From an optimization exercise on the open Yosys and OpenROAD flow, aimed at small area, a short achievable clock period and few clock cycles per item; shortcuts taken in it are not production practice.
The RTL was checked by simulation tests, not by an equivalence proof against the original design.

==> run Z: inputs <==
// maze_generator
module maze_generator #(
  parameter logic [15:0] DEFAULT_SEED = 16'hACE1
) (
  input  logic         clk,
  input  logic         resetn,
  input  logic         start,
  input  logic [15:0]  seed,
  output logic [624:0] maze,
  output logic         load,
  output logic         busy
);
Settings: LEC_CHECK=0, CAP_MARGIN=20, CORE_MARGIN=2, CORE_UTILIZATION=40, SLEW_MARGIN=20; clock period 12.0 ns.
standard.sh (not shown) runs the stock make flow with config.mk's settings and CLKGATE_MAP_FILE= SYNTH_SCRIPT=/design/flow/synth_recipe.tcl, a recipe that flattens the netlist after the stock synthesis.
==> flow/flow/run.sh <==
#!/bin/bash
# The standard layout (the standard.sh: standard synthesis, floorplan,
# placement, CTS, routing) with some ORFS variables set on the make command
# line: port buffers are buf_1 cells, and repair_timing aims for more setup
# slack than the 12 ns constraint needs, so that the achieved period is
# pushed down. All of make's output goes to orfs_make.log; ORFS's own logs
# are under orfs/logs.
set -euo pipefail
bash standard.sh BUFFER_PORTS_ARGS="-buffer_cell sky130_fd_sc_hd__buf_1" SETUP_SLACK_MARGIN=8.3 finish > orfs_make.log 2>&1
==> run R (differences from run Z) <==
--- a/flow/design.v
+++ b/flow/design.v
@@ -126,22 +126,23 @@
       yoh <= yoh_nx;
       for (int x = 0; x < N; x++)
         col[x] <= (mv_lt & ((x < N-1) ? col[(x<N-1)?x+1:0] : 1'b0)) |
                   (mv_rt & ((x > 0)   ? col[(x>0)?x-1:0]   : 1'b0)) |
                   (~mv_lt & ~mv_rt & col[x]);
     end
   end
-  always_ff @(posedge clk) begin
-    if (do_carve & two_walls & ~root) begin
-      bs[0] <= cand[1] ? 2'd1 : cand[2] ? 2'd2 : cand[3] ? 2'd3 : 2'd0;
-      for (int i = 1; i < BD; i++) bs[i] <= bs[i-1];
-    end else if (do_pop & branch) begin
-      for (int i = 0; i < BD-1; i++) bs[i] <= bs[i+1];
-    end
-  end
+  wire bs_push = do_carve & two_walls & ~root;
+  wire bs_pop  = do_pop & branch & ~bs_push;
+  wire bs_hold = ~bs_push & ~bs_pop;
+  wire [1:0] bs_in = cand[1] ? 2'd1 : cand[2] ? 2'd2 : cand[3] ? 2'd3 : 2'd0;
+  always_ff @(posedge clk)
+    for (int i = 0; i < BD; i++)
+      bs[i] <= ({2{bs_push}} & ((i == 0) ? bs_in : bs[(i>0)?i-1:0])) |
+               ({2{bs_pop}}  & ((i < BD-1) ? bs[(i<BD-1)?i+1:0] : 2'd0)) |
+               ({2{bs_hold}} & bs[i]);
   wire c_up = do_carve & dir[0];
   wire c_rt = do_carve & dir[1];
   wire c_dn = do_carve & dir[2];
   wire c_lt = do_carve & dir[3];
   wire s_up = ~accept & rot_up;
   wire s_dn = ~accept & rot_dn;
   wire s_hd = ~accept & ~rot_up & ~rot_dn;
@@ -153,32 +154,19 @@
                    ((j == 0) & (x == 0) & accept & ~first_dn);
       for (int x = 0; x < N; x++)
         v[j][x] <= (s_up & v[md(j-1)][x]) | (s_dn & v[md(j+1)][x]) | (s_hd & v[j][x]) |
                    ((j == 0) & c_up & col[x]) | ((j == N-1) & c_dn & col[x]) |
                    ((j == N-1) & (x == 0) & accept & first_dn);
     end
   end
-  localparam int NB = 8;     
-  localparam int NL = 6;     
-  logic [NB-1:0] busy_c;
-  logic [NL-1:0] load_c;
-  always_ff @(posedge clk or negedge resetn) begin
-    if (!resetn) begin
-      busy_c <= '0;
-      load_c <= '0;
-    end else begin
-      for (int i = 0; i < NB; i++) busy_c[i] <= accept | (busy_c[i] & ~done);
-      for (int i = 0; i < NL; i++) load_c[i] <= ~accept & (load_c[i] | done);
-    end
-  end
   always_comb begin
-    for (int i = 0; i < 625; i++) maze[i] = busy_c[i % NB];
+    maze = {625{busy}};
     for (int y = 0; y < N; y++)
       for (int x = 0; x < N; x++)
-        maze[(2*y+1)*25 + 2*x+1] = load_c[(y*N + x) % NL];
+        maze[(2*y+1)*25 + 2*x+1] = load;
     for (int y = 0; y < N; y++)
       for (int x = 0; x < N-1; x++)
         maze[(2*y+1)*25 + 2*x+2] = h[y][x];
     for (int y = 0; y < N-1; y++)
       for (int x = 0; x < N; x++)
         maze[(2*y+2)*25 + 2*x+1] = v[y][x];
   end
==> flow/flow/run.sh (replaced) <==
#!/bin/bash
# The standard layout (the standard.sh: standard synthesis, floorplan,
# placement, CTS, routing) with some ORFS variables set on the make command
# line: port buffers are buf_1 cells, and repair_timing aims for more setup
# slack than the 12 ns constraint needs, so that the achieved period is
# pushed down. All of make's output goes to orfs_make.log; ORFS's own logs
# are under orfs/logs.
set -euo pipefail
bash standard.sh BUFFER_PORTS_ARGS="-buffer_cell sky130_fd_sc_hd__buf_1" SETUP_SLACK_MARGIN=8.0 CTS_CLUSTER_SIZE=20 CTS_CLUSTER_DIAMETER=120 CORE_UTILIZATION=55 finish > orfs_make.log 2>&1
==> run M (differences from run Z) <==
--- a/flow/design.v
+++ b/flow/design.v
@@ -126,22 +126,23 @@
       yoh <= yoh_nx;
       for (int x = 0; x < N; x++)
         col[x] <= (mv_lt & ((x < N-1) ? col[(x<N-1)?x+1:0] : 1'b0)) |
                   (mv_rt & ((x > 0)   ? col[(x>0)?x-1:0]   : 1'b0)) |
                   (~mv_lt & ~mv_rt & col[x]);
     end
   end
-  always_ff @(posedge clk) begin
-    if (do_carve & two_walls & ~root) begin
-      bs[0] <= cand[1] ? 2'd1 : cand[2] ? 2'd2 : cand[3] ? 2'd3 : 2'd0;
-      for (int i = 1; i < BD; i++) bs[i] <= bs[i-1];
-    end else if (do_pop & branch) begin
-      for (int i = 0; i < BD-1; i++) bs[i] <= bs[i+1];
-    end
-  end
+  wire bs_push = do_carve & two_walls & ~root;
+  wire bs_pop  = do_pop & branch & ~bs_push;
+  wire bs_hold = ~bs_push & ~bs_pop;
+  wire [1:0] bs_in = cand[1] ? 2'd1 : cand[2] ? 2'd2 : cand[3] ? 2'd3 : 2'd0;
+  always_ff @(posedge clk)
+    for (int i = 0; i < BD; i++)
+      bs[i] <= ({2{bs_push}} & ((i == 0) ? bs_in : bs[(i>0)?i-1:0])) |
+               ({2{bs_pop}}  & ((i < BD-1) ? bs[(i<BD-1)?i+1:0] : 2'd0)) |
+               ({2{bs_hold}} & bs[i]);
   wire c_up = do_carve & dir[0];
   wire c_rt = do_carve & dir[1];
   wire c_dn = do_carve & dir[2];
   wire c_lt = do_carve & dir[3];
   wire s_up = ~accept & rot_up;
   wire s_dn = ~accept & rot_dn;
   wire s_hd = ~accept & ~rot_up & ~rot_dn;
==> flow/flow/run.sh (replaced) <==
#!/bin/bash
# The standard layout (the standard.sh: standard synthesis, floorplan,
# placement, CTS, routing) with some ORFS variables set on the make command
# line: port buffers are buf_1 cells, and repair_timing aims for more setup
# slack than the 12 ns constraint needs, so that the achieved period is
# pushed down. All of make's output goes to orfs_make.log; ORFS's own logs
# are under orfs/logs.
set -euo pipefail
bash standard.sh BUFFER_PORTS_ARGS="-buffer_cell sky130_fd_sc_hd__buf_1" SETUP_SLACK_MARGIN=8.0 CTS_CLUSTER_SIZE=30 CTS_CLUSTER_DIAMETER=150 finish > orfs_make.log 2>&1
==> qor summary <==
quantity	run M	run Z	run R
Run status	no timing/DRC/antenna violations	no timing/DRC/antenna violations	no timing/DRC/antenna violations
Sequential fraction of total cell area	40.3%	34.8%	39.7%
FF+latch count	375	375	361
Highest Signal Layer	met4	met5	met5
Clock sinks	375	375	361
Post-synthesis async set-or-reset flop share	4.27%	4.27%	0.554%
GP Congestion	0.966	0.948	0.918
Number of synthesized flops with an enable pin	20	50	20
Via count normalized by instance count	6.03	6.00	6.35
Worst rel slew slack	34.4%	50.0%	37.7%
Clock insertion delay at the later pin of the skew report	540 ps	580 ps	560 ps
DRC violation total after the first TritonRoute iteration	3075	1658	3135
Post-synth net total	1964	1965	1940
Total area of sequential cells	0.00786 sq mm	0.00832 sq mm	0.00747 sq mm
Average size of a mapped cell	9.31 sq um	9.77 sq um	9.26 sq um
Aggregate routed wire length	66.9 mm	77.8 mm	60.8 mm
Crit path time final	3930 ps	3800 ps	3990 ps
Drt wl/cell	24.3 microns	26.8 microns	24.0 microns
Met1 routing resource usage after global routing	34.6%	36.5%	47.3%
Area fraction of clock buffers and clock inverters	2.32%	5.30%	3.29%
Overall die height	217 microns	222 microns	184 microns
Testbench counts of run Z, summed over its fixed seeds: cycles 11,773, mazes 48.
Testbench counts of run R, summed over its fixed seeds: cycles 11,773, mazes 48.
Testbench counts of run M, summed over its fixed seeds: cycles 11,773, mazes 48.

re-timing with driven ports:
The results above use ideal ports. As a check the final layouts listed here were re-extracted and re-timed, cells and wires unchanged. Step 1, drivers: a clkbuf_16 drives clk and a buf_2 each remaining input, both assumed. Step 2, shift: input delay + t, output delay - t, t = (earliest + latest rising clock arrival at the registers) / 2. This alone moves slack from input paths to output paths. Slacks: ideal ports / drivers / drivers and shift; pairs: ideal ports / drivers.
run	t, ns	slack for setup (ns)	pins driven straight from the clock port
run Z	0.628	8.198 / 8.140 / 7.828	1
run R	0.607	8.012 / 7.957 / 7.497	1
run M	0.587	8.069 / 8.010 / 7.960	1
After both steps setup and hold are still met in every run listed. For run R, which loses most, drivers alone change the setup slack by -0.055 ns; drivers and shift together by -0.515 ns.
